Context: an optimization exercise on an open-source flow, tuned for small area. The choices shown serve that exercise and are no tape-out recipe.
In this exercise RTL edits were held to simulation tests only and were not proved equivalent to the original.
Power and IR drop assume default switching activity.

==> flow/design.v <==
package nvm_cmd_pkg;
    localparam logic [7:0] OP_L     = 8'h4C;
    localparam logic [7:0] OP_C     = 8'h43;
    localparam logic [7:0] OP_R     = 8'h52;
    localparam logic [7:0] OP_W     = 8'h57;
    localparam logic [7:0] OP_A     = 8'h41;
    localparam logic [7:0] CASE_BIT = 8'h20;
    typedef enum logic [2:0] {
        IDLE,
        QUERY,
        WAIT,
        ISSUE,
        HOLD,
        DONE
    } state_t;
    typedef struct packed {
        logic [7:0]  arg0;
        logic [31:0] arg1;
        logic [31:0] arg2;
        logic [31:0] arg3;
        logic [7:0]  arg4;
    } cmd_t;
endpackage
module nvm_cmd_table #(
    parameter int DEPTH = 16,
    parameter int AW    = 4,
    parameter int W     = 111
) (
    input  logic          clk,
    input  logic          wr_en,
    input  logic [AW-1:0] wr_addr,
    input  logic [W-1:0]  wr_data,
    input  logic [AW-1:0] rd_addr,
    input  logic [AW-1:0] rd_addr_d,
    output logic [W-1:0]  rd_data
);
    logic [W-1:0]     mem [16];
    logic [15:0]      phase;
    logic [15:0]      sel;
    logic             par_q;
    for (genvar e = 0; e < 16; e++) begin : g_ent
        logic we, hold;
        assign we   = wr_en && (wr_addr == AW'(e));
        assign hold = !we;
        assign sel[e] = (rd_addr == AW'(e));
        for (genvar b = 0; b < W; b++) begin : g_bit
            nvm_cmd_bit u_bit (
                .clk  (clk),
                .we   (we),
                .hold (hold),
                .d    (wr_data[b]),
                .q    (mem[e][b])
            );
        end
        nvm_cmd_pbit u_phase (
            .clk  (clk),
            .hold (hold),
            .q    (phase[e])
        );
    end
    always_ff @(posedge clk) begin
        par_q <= !phase[rd_addr_d];
    end
    for (genvar b = 0; b < W; b++) begin : g_rd
        logic [5:0] t;   
        for (genvar k = 0; k < 5; k++) begin : g_aoi
            nvm_cmd_aoi222 u_aoi (
                .a0 (mem[3*k][b]),   .s0 (sel[3*k]),
                .a1 (mem[3*k+1][b]), .s1 (sel[3*k+1]),
                .a2 (mem[3*k+2][b]), .s2 (sel[3*k+2]),
                .y  (t[k])
            );
        end
        logic p0, p1, r;
        nvm_cmd_nand2 u_t5 (.a(mem[15][b]), .b(sel[15]), .y(t[5]));
        nvm_cmd_nand3 u_p0 (.a(t[0]), .b(t[1]), .c(t[2]), .y(p0));
        nvm_cmd_nand3 u_p1 (.a(t[3]), .b(t[4]), .c(t[5]), .y(p1));
        nvm_cmd_nor2  u_r  (.a(p0), .b(p1), .y(r));           
        nvm_cmd_xnor2 u_o  (.a(r), .b(par_q), .y(rd_data[b]));
    end
endmodule
module nvm_cmd_bit (
    input  logic clk,
    input  logic we,
    input  logic hold,
    input  logic d,
    output logic q
);
    logic nxt;
    nvm_cmd_oai22 u_oai (
        .a0 (we),   .b0 (q),
        .a1 (hold), .b1 (d),
        .y  (nxt)
    );
    always_ff @(posedge clk) begin
        q <= nxt;
    end
endmodule
module nvm_cmd_oai22 (
    input  logic a0, b0,
    input  logic a1, b1,
    output logic y
);
    assign y = !((a0 | b0) & (a1 | b1));
endmodule
module nvm_cmd_pbit (
    input  logic clk,
    input  logic hold,
    output logic q
);
    always_ff @(posedge clk) begin
        q <= !(hold & q);
    end
endmodule
module nvm_cmd_aoi222 (
    input  logic a0, s0,
    input  logic a1, s1,
    input  logic a2, s2,
    output logic y
);
    assign y = !((a0 & s0) | (a1 & s1) | (a2 & s2));
endmodule
module nvm_cmd_nand3 (input logic a, input logic b, input logic c, output logic y);
    assign y = !(a & b & c);
endmodule
module nvm_cmd_xnor2 (input logic a, input logic b, output logic y);
    assign y = !(a ^ b);
endmodule
module nvm_cmd_issuer #(
    parameter int DEPTH     = 16,
    parameter int AW        = 4,
    parameter int RETRY_GAP = 8,
    parameter int ISSUE_GAP = 2
) (
    input  logic          clk,
    input  logic          rst_n,
    input  logic          tbl_wr_en,
    input  logic [AW-1:0] tbl_wr_addr,
    input  logic [7:0]    tbl_wr_arg0,
    input  logic [31:0]   tbl_wr_arg1,
    input  logic [31:0]   tbl_wr_arg2,
    input  logic [31:0]   tbl_wr_arg3,
    input  logic [7:0]    tbl_wr_arg4,
    input  logic          start,
    input  logic [AW:0]   num_cmds,
    input  logic          loop_en,
    input  logic          stop,
    output logic          bus_command_enable,
    output logic [7:0]    bus_arg0,
    output logic [31:0]   bus_arg1,
    output logic [31:0]   bus_arg2,
    output logic [31:0]   bus_arg3,
    output logic [7:0]    bus_arg4,
    input  logic          bus_is_issuable,
    output logic          busy,
    output logic          done,
    output logic [31:0]   stall_cycles,
    output logic [31:0]   issued_count
);
    localparam int TW = 3;
    nvm_cmd_pkg::state_t state_q, state_d;
    logic [AW-1:0] idx_q, idx_d;
    logic [AW-1:0] last_q, last_d;      
    logic          loop_q, loop_d;
    logic          stop_q, stop_d;
    logic [TW-1:0] tmr_q, tmr_d;
    logic          st_idle, st_query, st_wait, st_issue, st_hold, st_done;
    logic          start_ok, start_bad, bad_q;
    logic          num_ok;
    logic          to_issue;
    logic          wr_en;
    logic [110:0]  wr_cmd;
    logic [110:0]  rd_cmd;
    logic [31:0]   issued_q;
    assign st_idle  = (state_q == nvm_cmd_pkg::IDLE);
    assign st_query = (state_q == nvm_cmd_pkg::QUERY);
    assign st_wait  = (state_q == nvm_cmd_pkg::WAIT);
    assign st_issue = (state_q == nvm_cmd_pkg::ISSUE);
    assign st_hold  = (state_q == nvm_cmd_pkg::HOLD);
    assign st_done  = (state_q == nvm_cmd_pkg::DONE);
    assign num_ok    = (num_cmds != '0) && (num_cmds <= (AW+1)'(DEPTH));
    assign start_ok  = st_idle && start && num_ok;
    assign start_bad = st_idle && start && !num_ok;
    assign to_issue  = st_wait && !stop && bus_is_issuable;
    assign wr_cmd = {tbl_wr_arg0[7:6], tbl_wr_arg0[4:0], tbl_wr_arg1, tbl_wr_arg2,
                     tbl_wr_arg3, tbl_wr_arg4};
    assign wr_en  = tbl_wr_en && st_idle && !(start && num_ok);
    nvm_cmd_table #(.DEPTH(DEPTH), .AW(AW), .W(111)) u_table (
        .clk     (clk),
        .wr_en   (wr_en),
        .wr_addr (tbl_wr_addr),
        .wr_data (wr_cmd),
        .rd_addr   (idx_q),
        .rd_addr_d (idx_d),
        .rd_data   (rd_cmd)
    );
    always_ff @(posedge clk) begin
        if (!rst_n) begin
            state_q <= nvm_cmd_pkg::IDLE;
        end else begin
            state_q <= state_d;
        end
        idx_q  <= idx_d;
        last_q <= last_d;
        loop_q <= loop_d;
        stop_q <= stop_d;
        tmr_q  <= tmr_d;
    end
    always_comb begin
        state_d = state_q;
        idx_d   = idx_q;
        last_d  = last_q;
        loop_d  = loop_q;
        stop_d  = stop_q;
        tmr_d   = tmr_q - TW'(1);
        case (state_q)
            nvm_cmd_pkg::IDLE: begin
                if (start_ok) begin
                    state_d = nvm_cmd_pkg::QUERY;
                    idx_d   = '0;
                    last_d  = AW'(num_cmds - (AW+1)'(1));
                    loop_d  = loop_en;
                end
            end
            nvm_cmd_pkg::QUERY: begin
                tmr_d   = TW'(RETRY_GAP - 2);
                state_d = stop ? nvm_cmd_pkg::DONE : nvm_cmd_pkg::WAIT;
            end
            nvm_cmd_pkg::WAIT: begin
                if (stop) begin
                    state_d = nvm_cmd_pkg::DONE;
                end else if (bus_is_issuable) begin
                    state_d = nvm_cmd_pkg::ISSUE;
                end else if (tmr_q == '0) begin
                    state_d = nvm_cmd_pkg::QUERY;
                end
            end
            nvm_cmd_pkg::ISSUE: begin
                tmr_d   = TW'(ISSUE_GAP - 1);
                stop_d  = stop;
                state_d = nvm_cmd_pkg::HOLD;
            end
            nvm_cmd_pkg::HOLD: begin
                stop_d = stop_q | stop;
                if (tmr_q == '0) begin
                    if (stop_q || stop) begin
                        state_d = nvm_cmd_pkg::DONE;
                    end else if (idx_q == last_q) begin
                        if (loop_q) begin
                            idx_d   = '0;
                            state_d = nvm_cmd_pkg::QUERY;
                        end else begin
                            state_d = nvm_cmd_pkg::DONE;
                        end
                    end else begin
                        idx_d   = idx_q + AW'(1);
                        state_d = nvm_cmd_pkg::QUERY;
                    end
                end
            end
            default: state_d = nvm_cmd_pkg::IDLE;
        endcase
    end
    always_ff @(posedge clk) begin
        if (!rst_n) begin
            bad_q <= 1'b0;
        end else begin
            bad_q <= start_bad;
        end
    end
    nvm_cmd_cnt32 u_issued (
        .clk  (clk),
        .kill (!rst_n),
        .inc  (to_issue),
        .q    (issued_q)
    );
    logic [31:0] stall_q;
    nvm_cmd_cnt32 u_stall (
        .clk  (clk),
        .kill (!rst_n || start_ok),
        .inc  (st_wait && !bus_is_issuable && !(&stall_q)),
        .q    (stall_q)
    );
    assign stall_cycles = stall_q;
    assign bus_command_enable = st_query || st_issue;
    assign bus_arg0           = {rd_cmd[110:109], st_query, rd_cmd[108:104]};
    assign bus_arg1           = rd_cmd[103:72];
    assign bus_arg2           = rd_cmd[71:40];
    assign bus_arg3           = rd_cmd[39:8];
    assign bus_arg4           = rd_cmd[7:0];
    assign busy               = !st_idle;
    assign done               = st_done || bad_q;
    assign issued_count       = issued_q;
endmodule
module nvm_cmd_cnt32 (
    input  logic        clk,
    input  logic        kill,
    input  logic        inc,
    output logic [31:0] q
);
    logic [32:0] c;
    assign c[0] = 1'b1;
    for (genvar i = 0; i < 32; i++) begin : g_bit
        logic tn, x, nxt;
        if (i == 0) begin : g_first
            assign tn = !inc;
            assign c[1] = q[0];
        end else begin : g_rest
            nvm_cmd_nand2 u_t (.a(inc), .b(c[i]), .y(tn));
            if (i < 31) begin : g_carry
                nvm_cmd_and2 u_c (.a(c[i]), .b(q[i]), .y(c[i+1]));
            end else begin : g_last
                assign c[i+1] = 1'b0;
            end
        end
        nvm_cmd_xor2 u_x (.a(q[i]), .b(tn), .y(x));
        nvm_cmd_nor2 u_n (.a(kill), .b(x), .y(nxt));
        always_ff @(posedge clk) begin
            q[i] <= nxt;
        end
    end
endmodule
module nvm_cmd_and2 (input logic a, input logic b, output logic y);
    assign y = a & b;
endmodule
module nvm_cmd_nand2 (input logic a, input logic b, output logic y);
    assign y = !(a & b);
endmodule
module nvm_cmd_nor2 (input logic a, input logic b, output logic y);
    assign y = !(a | b);
endmodule
module nvm_cmd_xor2 (input logic a, input logic b, output logic y);
    assign y = a ^ b;
endmodule
==> flow/flow/run.sh <==
#!/bin/bash
# Standard layout (bash standard.sh) with three changes:
#  - ports are buffered with sky130_fd_sc_hd__buf_1 (the resizer sizes them
#    up later where a port needs more drive);
#  - clock tree synthesis clusters up to 28 sinks per leaf buffer (clkbuf_16),
#    and inserts no dummy loads;
#  - the floorplan step removes synthesis's buffers (REMOVE_ABC_BUFFERS) instead
#    of sizing gates up before placement; placement's resizer buffers later.
# make's full output goes to flow_make.log in the work folder; ORFS keeps each
# tool's own log under orfs/logs.
set -euo pipefail
export BUFFER_PORTS_ARGS="-buffer_cell sky130_fd_sc_hd__buf_1"
export CTS_ARGS="-sink_clustering_enable -repair_clock_nets -sink_clustering_size 28 -sink_clustering_max_diameter 150 -buf_list sky130_fd_sc_hd__clkbuf_16 -dont_use_dummy_load"
export REMOVE_ABC_BUFFERS=1
bash standard.sh > flow_make.log 2>&1
==> flow/standard.sh <==
#!/bin/bash
# synth_recipe.tcl (not shown) runs the flow's synth.tcl, then flattens the netlist and writes it again
# the make line also repeats each setting of config.mk as NAME=value (left out here)
make -C /OpenROAD-flow-scripts/flow DESIGN_CONFIG=/design/flow/config.mk WORK_HOME=/design/flow/orfs CLKGATE_MAP_FILE= SYNTH_SCRIPT=/design/flow/synth_recipe.tcl "${@:-finish}"
==> flow/config.mk <==
export PLATFORM = sky130hd
export DESIGN_NAME = nvm_cmd_issuer
export DESIGN_NICKNAME = nvm_cmd_issuer
export VERILOG_FILES = /design/flow/design.v
export SDC_FILE = /design/flow/constraint.sdc
export NUM_CORES = 4
export LEC_CHECK = 0
export CAP_MARGIN = 20
export CORE_MARGIN = 2
export CORE_UTILIZATION = 40
export SLEW_MARGIN = 20
export SYNTH_HIERARCHICAL = 1
==> flow/constraint.sdc <==
create_clock -name core_clock -period 6.0 [get_ports {clk}]
set_input_delay 1.2000 -clock core_clock [delete_from_list [all_inputs] [get_ports {clk}]]
set_output_delay 1.2000 -clock core_clock [all_outputs]
set_load 0.01 [all_outputs]
==> run summary <==
-- sequential cells by signal, indices dropped and copies added, names as in the netlist, 3 cells and up --
signal / flops
u_issued.q: 32
u_stall.q: 32
state_q: 3
u_table.g_ent.g_bit.u_bit.q: 1776
idx_q: 4
last_q: 4
tmr_q: 3
u_table.g_ent.u_phase.q: 16
-- layout by cell type (no fill, tap or decap), drive strengths merged, types with 2 or more instances in the layout --
master,n
a21oi,9
a222oi,555
a31o,2
and2,61
buf,424
clkbuf,77
dfxtp,1868
diode,14
edfxtp,6
ha,4
inv,24
mux2,2
mux2i,2
mux4,4
nand2,209
nand2b,10
nand3,229
nand4,9
nor2,199
nor2b,3
nor3,10
nor3b,2
nor4,5
o21ai,2
o22ai,1776
xnor2,113
xor2,70
-- Yosys stat by module (local to each module, per instance), a selection --
module	cell area [sq um]	times used
nvm_cmd_aoi222	10.0	555
nvm_cmd_xnor2	8.76	111
nvm_cmd_cnt32	652	2
nvm_cmd_and2	6.26	60
nvm_cmd_oai22	6.26	1776
nvm_cmd_nand2	3.75	173
nvm_cmd_xor2	8.76	64
nvm_cmd_nand3	5.00	222
nvm_cmd_bit	20.0	1776
-- routing by layer --
layer / share of wire / vias up
met5: 0.0011 / -
li1: - / 23012
met2: 0.44 / 3398
met4: 0.031 / 22
met1: 0.41 / 27160
met3: 0.12 / 506
-- cells in the mapped netlist (all sizes together), types with 3 or more instances --
library cell	instances	share of area
a222oi	555	0.093
inv	25	0.0016
a21oi	9	0.00075
xnor2	113	0.017
nand3	229	0.019
buf	5	0.00069
nor4	5	0.00078
dfxtp	1868	0.63
edfxtp	6	0.0030
mux4	4	0.0018
and2	61	0.0064
o22ai	1776	0.19
nand2	209	0.013
clkbuf	3	0.00019
nor3	10	0.00084
nand4	9	0.0010
nor2b	3	0.00036
nor2	199	0.013
ha	4	0.00084
nand2b	10	0.0010
xor2	70	0.010
-- layout make-up --
cell class                      count  area [sq um]  area share
Timing Repair Buffer              424          2580      0.0385
Multi-Input combinational cell   3292         22300       0.333
Tap cell                         1930          2410      0.0361
Clock buffer                       77          1930      0.0288
Sequential cell                  1874         37600       0.561
Inverter                           25           154     0.00230
Antenna cell                       14          35.0    0.000523
-- cells by family (layout without fill, tap and decap cells) --
kind of cell,Yosys count,count (layout)
adders and majority gates,5,5
buffers and inverters,33,526
AOI/OAI and AO/OA,2353,2353
other,0,14
xor gates and xnor gates,183,183
and+or+nand+nor,743,743
muxes,8,8
DFF,1874,1874
-- per-stage QoR --
stage | hold slack [ns] | instance area (sq um) | power [mW] | util | instances
global placement | 0.360 | 65000 | 28.8 | 0.439 | 7542
global route | 0.399 | 67000 | 37.1 | 0.452 | 7631
finish | 0.390 | 67000 | 35.4 | 0.452 | 7636
floorplan | 0.353 | 59700 | 26.3 | - | 5191
detailed placement | 0.365 | 65000 | 29.3 | 0.439 | 7542
CTS | 0.390 | 66900 | 35.2 | 0.452 | 7619
-- final timing paths --
kind / start / endpoint / slack (ns) / cells past startpoint
setup / recovery: u_stall.q[0]$_DFF_P_ / u_stall.q[31]$_DFF_P_ / 0.41 / 33
hold / removal: u_table.g_ent[13].u_phase.q$_DFF_P_ / u_table.g_ent[13].u_phase.q$_DFF_P_ / 0.39 / 1
setup reg to reg: u_stall.q[0]$_DFF_P_ / u_stall.q[31]$_DFF_P_ / 0.41 / 33
hold reg to reg: u_table.g_ent[13].u_phase.q$_DFF_P_ / u_table.g_ent[13].u_phase.q$_DFF_P_ / 0.39 / 1
-- power groups by stage --
| stage | clock network [mW] | registers (mW) | logic (mW) |
|---|---|---|---|
| global placement | 0 | 20.9 | 7.85 |
| CTS | 6.20 | 20.9 | 8.15 |
| finish | 6.12 | 21.0 | 8.24 |
| detailed placement | 0 | 21.1 | 8.15 |
| floorplan | 0 | 20.6 | 5.75 |
| global route | 6.61 | 21.6 | 8.90 |
-- worst max-delay path: cells and delay by family, from the launching register on --
kind | cells | cell delay, ns
and+or+nand+nor | 32 | 4.96
DFF | 1 | 0.37
xor gates and xnor gates | 1 | 0.14
==> flow_summary.json <==
{
  "port_buffers": 305,
  "grtUsageMet1": 0.392,
  "insertion_delay_ns": 0.74,
  "root_buffer": "clkbuf_16",
  "rsz0062_at_grt": "false",
  "pin_count": 307,
  "dr.pass1.iters": 13,
  "area_growth_pct": 12.1,
  "setup_tns_ns": 0,
  "avgSynthCellArea_sq_um": 11.5,
  "cts-resized-gates": 0,
  "synth_top_family_by_area": "compound AO/OA/AOI/OAI gates",
  "drt_iter0_markers": 9447,
  "dp_worst_setup_slack_ns": 0.412,
  "vias_per_cell": 7.08,
  "cts_tree": "built",
  "seqPwrFrac": 0.594,
  "wl_per_cell_um": 29.9,
  "cts_sinks": 1874,
  "finalCritPeriodShare": 0.932,
  "worstPathMaxFanout": 5,
  "vias": 54098,
  "syn_area_sq_um": 59700,
  "num_rows": 141,
  "yosysWarnings": 12,
  "synthXorXnorAreaFrac": 0.0268,
  "holdBufCountCts": 0,
  "async_flop_share": 0,
  "clock_power_share": 0.173,
  "cp.required_ns": 6.58,
  "p_switching_mw": 10.8,
  "grt_usage": 0.284,
  "status": "timing/DRC/antenna clean",
  "die_y_um": 390,
  "htreeDepth": 3,
  "arrival_ns": 6.17,
  "synth_seq_area_share": 0.629,
  "cpMaxStageDelayCell": "dfxtp_1",
  "grt_pass1_wl_um": 333000,
  "crit_top_cell": "and2_1",
  "p_int_mw": 24.5,
  "end_kind": "flip-flop",
  "clock.fmax_mhz": 179,
  "synth_fa_ha_area_frac": 0.00101,
  "numCtsBuffers": 77,
  "combPwrFrac": 0.233,
  "core_sq_um": 148000,
  "finalHoldViolCount": 0,
  "antenna_found_initial": 27,
  "netSwitchingFraction": 0.307,
  "synth_simple_gate_area_frac": 0.0566,
  "grt_max_degree": 113,
  "cpPeakStageDelay_ns": 0.37,
  "grt_busiest_layer": "met2",
  "fin_crit_ns": 5.59,
  "leakagePower_nw": 23.8,
  "path_clk_slew_ns": 0.10,
  "ant_nets": 0,
  "synth-edff-count": 6,
  "clock_path_buffers": 3,
  "muxShareOfSynthArea": 0.00247,
  "synthDistinctLibCells": 47,
  "startpoint_type": "flip-flop",
  "drc": 0,
  "worst_pin_slew_ns": 1.26,
  "netlist_instances": 5199,
  "finClkSkew_ns": 0.0515,
  "layout.nets": 5826,
  "overflow": 0,
  "fin_ws_ns": 0.408,
  "grt_use_met3": 0.0680,
  "grt_use_met2": 0.431,
  "power.density_nw_per_um2": 528,
  "setup_viol": 0,
  "totalWireLength_um": 229000,
  "maxSlewViolCount": 0,
  "ir_worst_vdd_v": 0.000262,
  "fillers": 13907,
  "ys.flop_type": "dfxtp_1",
  "slew_headroom": 0.159,
  "start_util": 0.404,
  "post_cts_buffers": 0,
  "dp_hpwl_um": 116000,
  "drv_cap": 0,
  "grt_pass1_vias": 50419,
  "die_w_um": 390,
  "layout-drive-gt1-share": 0.0450,
  "gp_congestion": 0.777,
  "min_path_type": "flip-flop to flip-flop",
  "synth-compound-area-share": 0.281,
  "die-area_sq_um": 152000,
  "synth_seq_cells": 1874,
  "worst-setup-path-type": "flip-flop to flip-flop"
}

## re-timing with driven ports
In the flow no input, the clock included, has a driving cell. The finished layout below was timed again as built, in two steps.
Step 1 assumes that a clkbuf_16 drives the clock port and a buf_2 every other input.
Step 2, shift: input delay + t, output delay - t, t = (earliest + latest rising clock arrival at the registers) / 2. This alone moves slack from input paths to output paths.
Slacks: ideal / step 1 / step 2; pairs: ideal / step 1.
t, ns: 0.788
setup WS [ns]: 0.408 / 0.327 / 0.408
clock arrival spread, ns: 0.079 / 0.079
After both steps this run still meets setup and hold. The setup slack of this run moves by -0.081 ns with the drivers and by 0.000 ns with both steps.
